Context: an optimization exercise on an open-source flow, tuned for small area, a short achievable clock period and few clock cycles per item. The choices shown serve that exercise and are no tape-out recipe.
Function was checked by simulation only, so behaviour that the tests miss may differ from the original.
Power and IR drop assume default switching activity.

[flow/design.v]
package sha1md_pkg;
  localparam logic [31:0] IV0 = 32'h67452301;
  localparam logic [31:0] IV1 = 32'hefcdab89;
  localparam logic [31:0] IV2 = 32'h98badcfe;
  localparam logic [31:0] IV3 = 32'h10325476;
  localparam logic [31:0] IV4 = 32'hc3d2e1f0;
  localparam logic [31:0] K0 = 32'h5A827999;
  localparam logic [31:0] K1 = 32'h6ED9EBA1;
  localparam logic [31:0] K2 = 32'h8F1BBCDC;
  localparam logic [31:0] K3 = 32'hCA62C1D6;
  function automatic logic [31:0] rotl(input logic [31:0] x, input integer n);
    rotl = (x << n) | (x >> (32 - n));
  endfunction
endpackage
module sha1_message_digest #(
  parameter int FD = 11           
) (
  input  logic        clk,
  input  logic        rst_n,
  input  logic        in_valid,
  output logic        in_stall,
  input  logic [7:0]  in_data_byte,
  input  logic        in_has_byte,
  input  logic        in_end_of_message,
  output logic        out_valid,
  input  logic        out_stall,
  output logic [31:0] out_digest_word,
  output logic [2:0]  out_word_index,
  output logic        out_final_word
);
  localparam logic [1:0] M_MSG  = 2'd0;    
  localparam logic [1:0] M_MARK = 2'd1;    
  localparam logic [1:0] M_PAD  = 2'd2;    
  localparam logic [6:0] S_FADD = 7'd0;
  localparam logic [6:0] S_ADD  = 7'd5;
  localparam logic [6:0] S_STRM = 7'd6;
  localparam logic [6:0] S_LAST = 7'd90;
  logic        ir_v, ir_h, ir_e;
  logic [7:0]  ir_d;
  logic        stall_r;
  logic [1:0]  mode_r;
  logic        mfirst_r;
  logic [1:0]  bcnt_r;
  logic [23:0] acc_r;
  logic [5:0]  pos_r;
  logic [54:0] blk_r;
  logic        hi_done_r;    
  logic [FD-1:0] wp_r, rp_r;   
  logic [4:0]  fcnt_r;
  logic        fempty_r, ffull_r;
  logic [31:0] fifo [FD];
  logic [4:0]  wcnt_r;
  logic        w0_r, w16_r;
  logic [6:0]  s_r;
  logic        f_le4, f_le8, f_le9, f_ge11, f_ge24, f_ge25, f_is4, f_is8, f_is9, f_is90;
  logic signed [4:0] dd_r;
  logic        dd0_r, ddp_r, ddm1_r;
  logic        bfirst_r, bfinal_r, addiv_r;
  logic        obusy_r;
  logic [4:0]  ooh_r;    
  logic        oload_r;  
  logic [31:0] oword_r;
  logic        fch_r, fpar_r, fmaj_r;
  logic [3:0]  ksel_r;    
  logic [4:0]  ak_r;      
  logic        rotb_r;    
  logic [4:0]  ivs_r;     
  logic        rsrot_r;   
  logic [31:0] win  [16];
  logic [31:0] u    [5];
  logic [31:0] ring [5];
  logic [31:0] q_r, r_r;
  function automatic logic [31:0] iv_word(input logic [2:0] k);
    case (k)
      3'd0:    iv_word = sha1md_pkg::IV0;
      3'd1:    iv_word = sha1md_pkg::IV1;
      3'd2:    iv_word = sha1md_pkg::IV2;
      3'd3:    iv_word = sha1md_pkg::IV3;
      default: iv_word = sha1md_pkg::IV4;
    endcase
  endfunction
  logic take, step_go, doadd, blkadd, word_ok, wok_next, msg_mode, byte_src, byte_go, consume;
  logic pad_go, word_go, comp_shift, len_lo_go, byte_ok, wdone, pop, bypass, push;
  logic [31:0] fhead;
  logic [7:0] bval;
  logic [31:0] padw, word_in;
  assign in_stall = stall_r;
  assign take     = in_valid & ~stall_r;
  assign doadd   = f_le4 | (f_le9 & ~bfirst_r);
  assign blkadd  = ~bfirst_r & addiv_r & (obusy_r | oload_r);
  assign step_go = (f_le8 | f_ge25 | dd0_r) & ~(doadd & addiv_r & (obusy_r | oload_r));
  assign word_ok = ~w16_r & (w0_r | ddp_r | (dd0_r & ~(f_is9 & blkadd)));
  assign wok_next = word_ok | f_is90 | (ddm1_r & step_go & ~(f_is8 & blkadd));
  assign msg_mode = (mode_r == M_MSG);
  assign byte_src = msg_mode ? (ir_v & ir_h) : (mode_r == M_MARK);
  assign bval     = msg_mode ? ir_d : (mfirst_r ? 8'h80 : 8'h00);
  assign byte_ok  = (bcnt_r != 2'd3) | ~ffull_r | word_ok;
  assign byte_go  = byte_src & byte_ok;
  assign consume  = msg_mode & ir_v & (~ir_h | byte_ok);
  assign wdone    = byte_go & (bcnt_r == 2'd3);
  assign pop      = ~fempty_r & word_ok;
  assign bypass   = wdone & fempty_r & word_ok;
  assign push     = wdone & ~bypass;
  assign pad_go   = (mode_r == M_PAD) & fempty_r & word_ok;
  assign word_go  = pop | bypass | pad_go;
  assign len_lo_go = pad_go & hi_done_r & (wcnt_r == 5'd15);
  assign comp_shift = step_go & f_ge24;
  always_comb begin
    padw = 32'h0;
    if (wcnt_r == 5'd14) padw = blk_r[54:23];
    if (wcnt_r == 5'd15 && hi_done_r) padw = {blk_r[22:0], pos_r, 3'b000};
    fhead = 32'h0;
    for (int i = 0; i < FD; i++) fhead = fhead | ({32{rp_r[i]}} & fifo[i]);
  end
  assign word_in = pad_go ? padw : (fempty_r ? {acc_r, bval} : fhead);
  logic        ir_v_n, ir_h_n, stall_n;
  logic [1:0]  mode_n, bcnt_n;
  logic [4:0]  wcnt_n;
  logic [6:0]  s_n;
  logic signed [4:0] dd_n;
  logic        bfirst_n, addiv_n, obusy_n;
  logic [4:0]  fcnt_n;
  always_comb begin
    ir_v_n = take | (ir_v & ~consume);
    ir_h_n = take ? in_has_byte : ir_h;
    mode_n = mode_r;
    if (msg_mode && consume && ir_e) mode_n = M_MARK;
    if (mode_r == M_MARK && wdone) mode_n = M_PAD;
    if (len_lo_go) mode_n = M_MSG;
    bcnt_n = bcnt_r + {1'b0, byte_go};
    s_n      = s_r;
    wcnt_n   = wcnt_r + {4'd0, word_go};
    bfirst_n = bfirst_r;
    addiv_n  = addiv_r;
    dd_n     = dd_r;
    if (step_go && !word_go && !ddp_r) dd_n = dd_r + 5'sd1;
    if (!step_go && word_go) dd_n = dd_r - 5'sd1;
    if (step_go) begin
      if (f_is90) begin
        s_n      = bfinal_r ? S_FADD : S_ADD;
        wcnt_n   = 5'd0;
        bfirst_n = bfinal_r;
        addiv_n  = bfirst_r;
        dd_n     = bfinal_r ? -5'sd8 : -5'sd3;
      end else if (f_is4) begin
        s_n  = S_STRM;
        dd_n = dd_r + (word_go ? 5'sd1 : 5'sd2);
      end else begin
        s_n = s_r + 7'd1;
      end
    end
    obusy_n = obusy_r;
    if (obusy_r && !out_stall && ooh_r[4]) obusy_n = 1'b0;
    if (oload_r) obusy_n = 1'b1;
    fcnt_n = fcnt_r + {4'd0, push} - {4'd0, pop};
    if (!rst_n) begin
      s_n      = S_STRM;
      bfirst_n = 1'b1;
      addiv_n  = 1'b0;
    end
    stall_n = ir_v_n & ~((mode_n == M_MSG) & (~ir_h_n | (bcnt_n != 2'd3) | ~ffull_r | wok_next));
  end
  always_ff @(posedge clk) begin
    if (!rst_n) begin
      ir_v     <= 1'b0;
      stall_r  <= 1'b0;
      mode_r   <= M_MSG;
      bcnt_r   <= 2'd0;
      pos_r    <= 6'd0;
      blk_r    <= '0;
      hi_done_r <= 1'b0;
      wp_r     <= FD'(1);
      rp_r     <= FD'(1);
      fcnt_r   <= 5'd0;
      fempty_r <= 1'b1;
      ffull_r  <= 1'b0;
      wcnt_r   <= 5'd0;
      w0_r     <= 1'b1;
      w16_r    <= 1'b0;
      s_r      <= S_STRM;
      f_le4    <= 1'b0;
      f_le8    <= 1'b1;
      f_le9    <= 1'b1;
      f_ge11   <= 1'b0;
      f_ge24   <= 1'b0;
      f_ge25   <= 1'b0;
      f_is4    <= 1'b0;
      f_is8    <= 1'b0;
      f_is9    <= 1'b0;
      f_is90   <= 1'b0;
      dd_r     <= -5'sd2;
      dd0_r    <= 1'b0;
      ddp_r    <= 1'b0;
      ddm1_r   <= 1'b0;
      bfirst_r <= 1'b1;
      bfinal_r <= 1'b0;
      addiv_r  <= 1'b0;
      obusy_r  <= 1'b0;
      oload_r  <= 1'b0;
      ooh_r    <= 5'b00001;
    end else begin
      ir_v     <= ir_v_n;
      stall_r  <= stall_n;
      mode_r   <= mode_n;
      bcnt_r   <= bcnt_n;
      wcnt_r   <= wcnt_n;
      w0_r     <= (wcnt_n == 5'd0);
      w16_r    <= (wcnt_n == 5'd16);
      s_r      <= s_n;
      f_le4    <= (s_n <= 7'd4);
      f_le8    <= (s_n <= 7'd8);
      f_le9    <= (s_n <= 7'd9);
      f_ge11   <= (s_n >= 7'd11);
      f_ge24   <= (s_n >= 7'd24);
      f_ge25   <= (s_n >= 7'd25);
      f_is4    <= (s_n == 7'd4);
      f_is8    <= (s_n == 7'd8);
      f_is9    <= (s_n == 7'd9);
      f_is90   <= (s_n == S_LAST);
      dd_r     <= dd_n;
      dd0_r    <= (dd_n == 5'sd0);
      ddp_r    <= (dd_n > 5'sd0);
      ddm1_r   <= (dd_n == -5'sd1);
      bfirst_r <= bfirst_n;
      addiv_r  <= addiv_n;
      obusy_r  <= obusy_n;
      oload_r  <= step_go & f_is4;
      if (msg_mode && consume && ir_h) begin
        pos_r <= pos_r + 6'd1;
        if (pos_r == 6'd63) blk_r <= blk_r + 55'd1;
      end
      if (len_lo_go) begin
        pos_r    <= 6'd0;
        blk_r    <= '0;
        bfinal_r <= 1'b1;
      end
      if (pad_go && wcnt_r == 5'd14) hi_done_r <= 1'b1;
      if (len_lo_go) hi_done_r <= 1'b0;
      if (step_go && f_is90) bfinal_r <= 1'b0;
      if (push) wp_r <= {wp_r[FD-2:0], wp_r[FD-1]};
      if (pop)  rp_r <= {rp_r[FD-2:0], rp_r[FD-1]};
      fcnt_r   <= fcnt_n;
      fempty_r <= (fcnt_n == 5'd0);
      ffull_r  <= (fcnt_n == 5'(FD));
      if (obusy_r && !out_stall) ooh_r <= {ooh_r[3:0], ooh_r[4]};
      if (oload_r) ooh_r <= 5'b00001;
    end
  end
  always_ff @(posedge clk) begin
    if (take) begin
      ir_d <= in_data_byte;
      ir_h <= in_has_byte;
      ir_e <= in_end_of_message;
    end
    if (msg_mode && consume && ir_e) mfirst_r <= 1'b1;
    else if (byte_go) mfirst_r <= 1'b0;
    if (byte_go) acc_r <= {acc_r[15:0], bval};
    for (int i = 0; i < FD; i++) if (push && wp_r[i]) fifo[i] <= {acc_r, bval};
    fch_r  <= (s_n <= 7'd29);
    fmaj_r <= (s_n >= 7'd50) & (s_n <= 7'd69);
    fpar_r <= ~((s_n <= 7'd29) | ((s_n >= 7'd50) & (s_n <= 7'd69)));
    ksel_r <= (s_n <= 7'd28) ? 4'b0001 : (s_n <= 7'd48) ? 4'b0010 : (s_n <= 7'd68) ? 4'b0100 : 4'b1000;
    for (int j = 0; j < 5; j++)
      ak_r[j] <= addiv_n & ((s_n == 7'(4 - j)) | (s_n == 7'(9 - j)));
    rotb_r  <= (s_n <= 7'd2) | ((s_n >= 7'd5) & (s_n <= 7'd7));
    for (int j = 0; j < 5; j++)
      ivs_r[j] <= bfirst_n & (s_n == 7'(6 + j));
    rsrot_r <= ~bfirst_n & (s_n <= 7'd8);
  end
  logic [31:0] wmix, wnew;
  assign wmix = win[13] ^ win[8] ^ win[2] ^ win[0];
  assign wnew = {wmix[30:0], wmix[31]};
  always_ff @(posedge clk) begin
    if (comp_shift || word_go) begin
      for (int i = 0; i < 15; i++) win[i] <= win[i+1];
      win[15] <= comp_shift ? wnew : word_in;
    end
  end
  logic [31:0] t_val, u1r, u2r, fval, q_nxt, r_nxt, kval;
  assign u1r   = {u[1][1:0], u[1][31:2]};
  assign u2r   = {u[2][1:0], u[2][31:2]};
  assign t_val = {u[0][26:0], u[0][31:27]} + q_r;
  logic [31:0] f1, f0;
  assign f1    = ({32{fch_r}} & u1r) | ({32{fpar_r}} & ~(u1r ^ u2r)) | ({32{fmaj_r}} & (u1r | u2r));
  assign f0    = ({32{fch_r}} & u2r) | ({32{fpar_r}} &  (u1r ^ u2r)) | ({32{fmaj_r}} & (u1r & u2r));
  assign fval  = (u[0] & f1) | (~u[0] & f0);
  assign q_nxt = fval + r_r;
  always_comb begin
    kval = ({32{ksel_r[0]}} & sha1md_pkg::K0) | ({32{ksel_r[1]}} & sha1md_pkg::K1)
         | ({32{ksel_r[2]}} & sha1md_pkg::K2) | ({32{ksel_r[3]}} & sha1md_pkg::K3);
  end
  assign r_nxt = u2r + kval + win[15];
  logic [31:0] add_a, add_b, sum, ivs, rs, strm;
  assign add_a = ({32{~addiv_r}} & ring[0])
               | ({32{ak_r[0]}} & sha1md_pkg::IV0) | ({32{ak_r[1]}} & sha1md_pkg::IV1)
               | ({32{ak_r[2]}} & sha1md_pkg::IV2) | ({32{ak_r[3]}} & sha1md_pkg::IV3)
               | ({32{ak_r[4]}} & sha1md_pkg::IV4);
  assign add_b = rotb_r ? {u[4][1:0], u[4][31:2]} : u[4];
  assign sum   = add_a + add_b;
  assign ivs  = ({32{ivs_r[0]}} & {sha1md_pkg::IV4[29:0], sha1md_pkg::IV4[31:30]})
              | ({32{ivs_r[1]}} & {sha1md_pkg::IV3[29:0], sha1md_pkg::IV3[31:30]})
              | ({32{ivs_r[2]}} & {sha1md_pkg::IV2[29:0], sha1md_pkg::IV2[31:30]})
              | ({32{ivs_r[3]}} & sha1md_pkg::IV1)
              | ({32{ivs_r[4]}} & sha1md_pkg::IV0);
  assign rs   = rsrot_r ? {ring[4][29:0], ring[4][31:30]} : ring[4];
  assign strm = bfirst_r ? ivs : rs;
  always_ff @(posedge clk) begin
    if (step_go) begin
      u[0] <= f_ge11 ? t_val : strm;
      for (int i = 1; i < 5; i++) u[i] <= u[i-1];
      q_r <= q_nxt;
      r_r <= r_nxt;
      if (doadd) begin
        for (int i = 0; i < 4; i++) ring[i] <= ring[i+1];
        ring[4] <= sum;
      end
    end
  end
  assign out_valid      = obusy_r;
  assign out_word_index = {ooh_r[4], ooh_r[3] | ooh_r[2], ooh_r[3] | ooh_r[1]};
  assign out_final_word = ooh_r[4];
  assign out_digest_word = oword_r;
  logic [4:0]  onext;
  logic [31:0] oword_n;
  assign onext   = oload_r ? 5'b00001 : {ooh_r[3:0], 1'b0};
  assign oword_n = ({32{onext[0]}} & ring[4]) | ({32{onext[1]}} & ring[3])
                 | ({32{onext[2]}} & ring[2]) | ({32{onext[3]}} & ring[1])
                 | ({32{onext[4]}} & ring[0]);
  always_ff @(posedge clk) begin
    if (oload_r || (obusy_r && !out_stall && !ooh_r[4])) oword_r <= oword_n;
  end
endmodule
[flow/run.sh]
#!/bin/bash
# synth_recipe.tcl (not shown) runs the flow's synth.tcl, then flattens the netlist and writes it again
# the make line also repeats each setting of config.mk as NAME=value (left out here)
make -C /OpenROAD-flow-scripts/flow DESIGN_CONFIG=/design/flow/config.mk WORK_HOME=/design/flow/orfs CLKGATE_MAP_FILE= SYNTH_SCRIPT=/design/flow/synth_recipe.tcl finish
[flow/config.mk]
export PLATFORM = sky130hd
export DESIGN_NAME = sha1_message_digest
export DESIGN_NICKNAME = sha1_message_digest
export VERILOG_FILES = /design/flow/design.v
export SDC_FILE = /design/flow/constraint.sdc
export NUM_CORES = 4
export LEC_CHECK = 0
export CAP_MARGIN = 20
export CORE_MARGIN = 2
export CORE_UTILIZATION = 45
export PLACE_DENSITY = 0.6
export SETUP_SLACK_MARGIN = 3.5
export SLEW_MARGIN = 20
[flow/constraint.sdc]
create_clock -name core_clock -period 7.5 [get_ports {clk}]
set_input_delay 1.5000 -clock core_clock [delete_from_list [all_inputs] [get_ports {clk}]]
set_output_delay 1.5000 -clock core_clock [all_outputs]
set_load 0.01 [all_outputs]
==> summary.md, run 1 <==
| Metric | Value |
|---|---|
| Status | complete, no violations |
| Top-area cell type share of the netlist area | around 64% |
| Post-layout minimum cycle time | 3.94 ns |
| Vias in the first global route | between 30000 and 40000 |
| Critical path class | flop to flop |
| Final period utilization | a little over half |
| DP HPWL | 92500 um |
| Least-Margin Pin Slew | around 1.0 ns |
| Clk slew on worst S/H paths | 0.06 ns |
| Top delay family on crit path | compound AO/OA/AOI/OAI gates |
| Achievable clock frequency | around 0.25 GHz |
| Syn Nets | 4626 |
| WL/cell | ~23 um |
| CP bufs+invs | 1 |
| Clk_skew | about 0.049 ns |
| Combinational power share | 32.4% |
| Area leader, netlist | edfxtp_1 |
| Die Span X | around 370 um |
| Switching fraction of total power | 34.4% |
| PnR Total Power | 31.8 mW |
| Layout net count | 4751 |
| Startpoint types | flop |
| Filler cells | around 11000 |
| Pins Over Slew Limit | 0 |
| Layout area overhead | 13.5% |
| Via count | around 36000 |
| DRT Pass-1 Iters | 6 |
| Crit-path max FO | 6 |
| Levels on crit path | 14 |
| CTS Root Buffer Type | clkbuf_16 |
| Flop pwr share | between 40% and 50% |
| Cell count after synthesis | 4373 |
| CP Capture Type | flop |
| Cell breakdown of the critical path | inv_2, ha_1, a222oi_1, mux2i_1, ha_1, a21o_1, a21o_1, a211o_1, a221o_1, a21oi_2, o21ai_0, a21o_1, a21oi_1, xnor2_1 |
| Clk pwr share | 24.0% |
| Post-synth ARST share | 0% |
| Starting DRC count in detailed routing | ~3500 |
| Std cell rows | ~140 |
| Ratio of cells with drive above 1 in the final layout | under 10% |
| Gpl congestion | 0.879 |
| CTS Sinks | 1473 |
| PortBufs | between 50 and 60 |
| IO Pins | 52 |
| Most frequent CP cell | a21o_1 |
| Total of max-cap violations | 0 |
| Clock buffer depth | 3 |
| Net Sw Power | 11.0 mW |
| Reg2reg path depth | 14 |
| Static Leak | 25.0 nW |
| Yosys warns | 5 |
| H-tree levels | 4 |
| Power Density | 454 nW/um^2 |
| Clock latency at the later pin of the worst-skew pair | 0.80 ns |
| Final hold violation count | 0 |
| Max-slew headroom | about a third |
| Core ar. | 136000 sq um |
| GR Overflow Total | 0 |
| Post-synthesis sequential area ratio | 69.0% |
| Routed Antenna Nets | 0 |
| CTS Buf Count | 154 |
| Die area | 140000 sq um |
| Max incr delay on CP | 0.52 ns |
| Critical path's slowest cell | edfxtp_1 |
| Gr usage total | 20.5% |
| EDFF count, synth | about 1300 |
| Via density | 5.67 |
| Yosys reg bits | ~1500 |
| Largest cells by area after synthesis | edfxtp_1, dfxtp_1, ha_1 |
| DRC violations left | 0 |
| Die Span Y | around 370 um |
| WP data required | 8.01 ns |
| Final wirelength | 146000 um |
| Initial antenna violation count | 4 |
| Primary FF master, synth | edfxtp_1 |
| Final setup fails | 0 |
| Pint | approximately 21 mW |
| Worst min path class | flop to flop |
| Starting Density | a little under half |
| CTS tree | yes |
| Netlist cell types | 84 |
| Worst EP arrival | 4.45 ns |
| Syn avg cell area | 14.1 sq um |
| WHS Path Cells | 0 |
| First-pass GRT wire length | between 200000 and 250000 um |
| Worst VDD drop | 0.226 mV |
| Setup_tns | 0 ns |
| Hold-fix buffers, CTS | 0 |
| Mapped cell area | slightly above 60000 sq um |
| RSZ-0062 raised after global routing | true |
| Largest net degree at the start of global routing | 171 |
[cell type report]
cell class | instances | area, sq um | area share [%]
antenna | 1 | 2.50 | 0.00357
clock buffer | 200 | 4150 | 5.92
clock inverter | 84 | 966 | 1.38
inverter | 306 | 1170 | 1.66
multi-input combinational | 2427 | 17700 | 25.3
sequential | 1473 | 42700 | 60.8
tap | 1781 | 2230 | 3.18
timing repair buffer | 136 | 1250 | 1.79
[layout by cell type (no fill, tap or decap), types with 25 or more instances in the layout]
cell                n
a21o_1             46
a21oi_1           204
a222oi_1           60
a22oi_1           251
a31oi_1            41
and2_1             30
and3_1             34
buf_4              73
clkbuf_1           35
clkbuf_16         156
clkdlybuf4s50_1    51
clkinv_1           25
dfxtp_1           147
edfxtp_1         1313
fa_1               35
ha_1              198
inv_1             295
mux2_2             48
mux2i_1            55
nand2_1           233
nand2b_1           28
nand3_1            95
nand4_1            55
nor2_1            224
nor3_1             43
o21ai_0           143
o221ai_1           27
or3_1              30
xnor2_1           172
xor2_1             86
[metal layers]
layer  GRT usage, %  up-vias  share of wire [%]
met2           32.3     1085                 47
met3           3.18      221                5.7
li1               -    16800                  -
met4           6.20        2                2.5
met1           29.2    18200                 45
met5              0        -             0.0075
[synthesized netlist by cell type, types with 36 or more instances]
| cell | n |
|---|---|
| nand2_1 | 237 |
| clkbuf_1 | 151 |
| nand3_1 | 95 |
| o21ai_0 | 146 |
| mux2_2 | 48 |
| a22oi_1 | 251 |
| xnor2_1 | 172 |
| a21oi_1 | 208 |
| nor2_1 | 231 |
| edfxtp_1 | 1313 |
| nor3_1 | 49 |
| ha_1 | 203 |
| mux2i_1 | 55 |
| nand4_1 | 55 |
| fa_1 | 36 |
| inv_1 | 303 |
| a222oi_1 | 60 |
| xor2_1 | 86 |
| a31oi_1 | 41 |
| a21o_1 | 46 |
| dfxtp_1 | 160 |
[per-stage QoR]
step	setup WS [ns]	utilization [%]	hold slack [ns]	instance area [sq um]	std cells
floorplan	2.96	-	0.400	61900	4373
global placement	3.13	47.4	0.401	64500	6087
detailed placement	2.94	47.4	0.405	64500	6087
CTS	3.49	51.3	0.377	69800	6379
global route	3.36	51.6	0.390	70200	6407
finish	3.56	51.6	0.387	70200	6408
[power by group through the flow]
| stage | registers (mW) | logic (mW) | clock network [mW] |
|---|---|---|---|
| 2_1_floorplan | 13.3 | 7.38 | 0 |
| 3_5_place_dp | 14.1 | 9.84 | 0 |
| 4_1_cts | 13.9 | 10.0 | 7.78 |
| 5_1_grt | 14.1 | 11.5 | 8.10 |
| 3_3_place_gp | 14.0 | 9.72 | 0 |
| 6_report | 13.9 | 10.3 | 7.63 |
[flip-flops by register name, summed over array words and instances (netlist names), 4 cells and up]
signal,count
acc_r,24
ooh_r,5
ivs_r,5
oword_r,32
rp_r,11
fcnt_r,5
s_r,7
ksel_r,4
q_r,32
r_r,32
wp_r,11
wcnt_r,5
win,512
u,160
ak_r,5
blk_r,55
dd_r,5
pos_r,6
fifo,352
ring,160
ir_d,8
[final timing paths]
kind	from	endpoint	slack [ns]
max	u[2][13]	q_r[20]	3.56
min	win[3][15]	win[2][15]	0.39
max reg2reg	u[2][13]	q_r[20]	3.56
min reg2reg	win[3][15]	win[2][15]	0.39
[kinds of logic (layout without fill, tap and decap cells)]
group	count (synthesis)	count (layout)	synth area share, %
adder cells (fa/ha/maj)	239	239	5.27
multiplexers	103	103	1.77
buffers and inverters	474	726	2.91
XOR/XNOR	258	258	3.66
other	0	1	0
AND/OR/NAND/NOR	868	869	6.78
flip-flops	1473	1473	69.0
AO/OA/AOI/OAI	958	958	10.7
[repair_timing]
action	in CTS	in global routing
resized for setup	30	47
setup endpoints to repair	455	387
pin swaps	3	19
cloned	0	1
setup buffers	8	27
Testbench counts, summed over its fixed seeds: cycles 66,842, bytes 40,857.
==> run 2, diff against run 1 <==
--- a/flow/config.mk
+++ b/flow/config.mk
@@ -10,4 +10,4 @@
 export CORE_UTILIZATION = 45
 export PLACE_DENSITY = 0.6
-export SETUP_SLACK_MARGIN = 3.5
+export SETUP_SLACK_MARGIN = 4.5
 export SLEW_MARGIN = 20
==> run 2 against run 1 <==
Compared with the run above:
- sequential power barely moved
- clock skew rose by 0.0045 ns
- clock power barely moved
==> summary.md, run 2 <==
| Metric | Value |
|---|---|
| Status | complete, no violations |
| Layout net count | 4935 |
| Area leader, netlist | edfxtp_1 |
| Die area | about 140000 sq um |
| Max-slew headroom | 28.2% |
| Clk slew on worst S/H paths | 0.06 ns |
| Via density | around 5.7 |
| Pins Over Slew Limit | 0 |
| Setup_tns | 0 ns |
| PnR Total Power | between 30 and 40 mW |
| Clk pwr share | 22.0% |
| First-pass GRT wire length | about 230000 um |
| Largest net degree at the start of global routing | 169 |
| Largest Register | win |
| CTS Root Buffer Type | clkbuf_16 |
| Critical path's slowest cell | or4_4 |
| Diode count | 0 |
| Final setup fails | 0 |
| CTS Sinks | about 1500 |
| Static Leak | approximately 26 nW |
| Cell count after synthesis | 4373 |
| PortBufs | 51 |
| Mapped cell area | approximately 62000 sq um |
| Critical path class | flop to flop |
| Std cell rows | 135 |
| Die Span X | 375 um |
| Combinational power share | 38.1% |
| Starting DRC count in detailed routing | 3551 |
| Total of max-cap violations | 0 |
| Switching fraction of total power | 35.0% |
| Reg2reg path depth | 14 |
| Final hold violation count | 0 |
| Netlist cell types | 84 |
| Power Density | 473 nW/um^2 |
| Flop pwr share | 39.9% |
| Met2 Track Usage GR | 35.3% |
| Clock buffer depth | 3 |
| Yosys warns | 5 |
| Startpoint types | flop |
| Worst EP arrival | about 4.4 ns |
| Vias in the first global route | roughly 36000 |
| Final period utilization | 52.0% |
| Final wirelength | 155000 um |
| Clk_skew | approximately 0.054 ns |
| CP bufs+invs | 1 |
| Worst VDD drop | around 0.28 mV |
| DP HPWL | around 95000 um |
| Via count | roughly 38000 |
| Post-synth ARST share | 0% |
| Most common cell in the synthesized netlist | edfxtp_1 |
| DRC violations left | 0 |
| H-tree levels | 4 |
| GR Util met3 | 3.39% |
| Worst min path class | flop to flop |
| Achievable clock frequency | 0.256 GHz |
| CP Capture Type | flop |
| GR Overflow Total | 0 |
| Hold Path Sink | u[4][28] |
| Largest cells by area after synthesis | edfxtp_1, dfxtp_1, ha_1 |
| Post-Layout Cell Count | 6592 |
| Top delay family on crit path | compound AO/OA/AOI/OAI gates |
| RSZ-0062 raised after global routing | true |
| Routed Antenna Nets | 0 |
| FF-to-FF End | q_r[31] |
| Post-layout minimum cycle time | 3.90 ns |
| Crit-path max FO | 5 |
| Layout area overhead | 18.8% |
| Max reg flops | 512 |
| DRT Pass-1 Iters | 8 |
| Primary FF master, synth | edfxtp_1 |
| Commonest non-fill, non-tap cell in the layout | edfxtp_1 |
| M1 GR Usage | a little under a third |
| Least-Margin Pin Slew | around 1.1 ns |
| Gpl congestion | 0.889 |
| Syn Nets | 4626 |
| EDFF count, synth | 1313 |
| Top-area cell type share of the netlist area | 63.8% |
| Max incr delay on CP | approximately 0.43 ns |
| Commonest cells in the netlist | edfxtp_1, inv_1, a22oi_1 |
| Cell breakdown of the critical path | inv_2, ha_4, a222oi_1, mux2i_1, ha_2, or3_4, or4_4, o221ai_4, o211ai_1, a311oi_2, nor2_1, a211o_1, a21oi_2, xnor2_1 |
| HP Start | u[3][28] |
| Pint | 22.6 mW |
| Filler cells | 11100 |
| Ratio of cells with drive above 1 in the final layout | around 18% |
| Clock latency at the later pin of the worst-skew pair | 0.79 ns |
| Most frequent cells in the layout | edfxtp_1, inv_1, a22oi_1, nand2_1, nor2_1 |
| Hold-fix buffers, CTS | 0 |
| Yosys reg bits | ~1500 |
| Net Sw Power | 12.2 mW |
| Top Usage Layer GRT | met2 |
| Biggest regs | win: 512 flops, fifo: 352 flops |
| Worst r2r src | u[2][9] |
| CTS tree | yes |
| Initial antenna violation count | 0 |
| IO Pins | 52 |
| WHS Path Cells | 0 |
| Syn avg cell area | 14.1 sq um |
| Register-to-register setup slack | approximately 3.6 ns |
| Post-synthesis sequential area ratio | 69.0% |
| Gr usage total | 21.7% |
| Post-Place Cells | 6089 |
| CTS Buf Count | 154 |
| Starting Density | 45.5% |
| Die Span Y | 375 um |
| WP data required | 7.99 ns |
| WL/cell | about 24 um |
| Core ar. | 136000 sq um |
==> run 2: cell types whose count changed in the layout (fill, tap and decap cells not counted), moves of 16 or more <==
cell and change:
o21ai_2 +21, buf_4 +132, buf_6 +42, inv_2 +18, a21oi_2 +32, o21ai_1 +18
dlygate4sd2_1 +16, inv_1 -19, clkdlybuf4s50_1 -38, o21ai_0 -42, ha_4 +29, a21oi_1 -40
clkdlybuf4s15_1 +19, ha_1 -36
==> run 2: kinds of logic after synthesis <==
| family | count (synthesis) | share of synthesized area (%) |
|---|---|---|
| and+or+nand+nor | 868 | 6.78 |
| DFF | 1473 | 69.0 |
| AOI/OAI and AO/OA | 958 | 10.7 |
| adders and majority gates | 239 | 5.27 |
| muxes | 103 | 1.77 |
| buffers and inverters | 474 | 2.91 |
| xor gates and xnor gates | 258 | 3.66 |
==> run 2: worst max path at each step <==
stage / from / end / cells past startpoint
after floorplan: oload_r / win[0][0] / 11
after global placement: bfirst_r / win[0][21] / 7
after detailed placement: oload_r / fempty_r / 16
after CTS: u[2][10] / q_r[31] / 14
after global routing: u[2][9] / q_r[31] / 14
final: u[2][9] / q_r[31] / 14
==> run 2: area by class of cell <==
| cell class | count | area (sq um) | share of cell area [%] |
|---|---|---|---|
| Clock buffer | 189 | 4070 | 5.54 |
| Clock inverter | 96 | 1050 | 1.44 |
| Inverter | 306 | 1180 | 1.61 |
| Multi-Input combinational cell | 2429 | 19300 | 26.3 |
| Sequential cell | 1473 | 42700 | 58.2 |
| Tap cell | 1781 | 2230 | 3.03 |
| Timing Repair Buffer | 317 | 2900 | 3.94 |
| Timing Repair inverter | 1 | 8.76 | 0.0119 |
==> run 2: metrics by stage <==
stage                     cell area, sq um  hold WS, ns  utilization (%)  setup slack (ns)
final                                73400        0.384             54.0              3.60
after CTS                            72100        0.384             53.0              3.62
after global placement               64700        0.400             47.6              3.37
after detailed placement             64700        0.405             47.6              3.23
after global routing                 73400        0.398             54.0              3.41
after floorplan                      62300        0.400                -              2.96
==> run 2: layer usage <==
| layer | part of all wire (%) | routed length (um) | up-vias |
|---|---|---|---|
| met5 | 0 | 0 | - |
| met2 | 48 | 73700 | 1133 |
| met1 | 45 | 69200 | 19200 |
| li1 | - | - | 17200 |
| met3 | 5.6 | 8660 | 222 |
| met4 | 2.3 | 3510 | 0 |
==> run 2: worst reg2reg max path, cell delays in order, from the launching register on <==
cell and delay, ns:
edfxtp_1 0.42, inv_2 0.11, ha_4 0.20, a222oi_1 0.37
mux2i_1 0.16, ha_2 0.23, or3_4 0.37, or4_4 0.43
o221ai_4 0.22, o211ai_1 0.22, a311oi_2 0.31, nor2_1 0.09
a211o_1 0.28, a21oi_2 0.13, xnor2_1 0.07
==> run 2: power by group through the flow <==
stage	sequential (mW)	clock, mW	combinational (mW)
after CTS	13.9	7.80	11.9
after floorplan	13.3	0	7.59
after global placement	14.0	0	10.0
final	13.8	7.65	13.2
after detailed placement	14.1	0	10.1
after global routing	14.0	8.13	14.4
==> run 2: repair_timing <==
item                       4_1_cts  5_1_grt
cloned                           8        0
setup endpoints to repair      842      126
pin swaps                      123      131
gates resized for setup        310      206
setup buffers                  137       73

## re-timing with driven ports
Ports are ideal in the flow. The routed layouts listed here were re-timed in OpenROAD.
Step 1 assumes that a clkbuf_16 drives the clock port and a buf_2 every other input.
Step 2 moves the port delays by t, midway between the first and last clock arrival at a register: inputs arrive t later, outputs are due t later. That takes back most of the time a late clock gives input paths.
Slacks: no drivers / after step 1 / after step 2; pairs: no drivers / after step 1.
| run | t (ns) | slack for setup (ns) | hold slack, ns |
|---|---|---|---|
| run 1 | 0.857 | 3.557 / 3.557 / 3.280 | 0.387 / 0.387 / 0.387 |
| run 2 | 0.848 | 3.597 / 3.597 / 3.597 | 0.384 / 0.384 / 0.384 |
After both steps setup and hold are still met in every run listed. For run 1, which loses most, drivers alone change the setup slack by 0.000 ns; drivers and shift together by -0.277 ns.
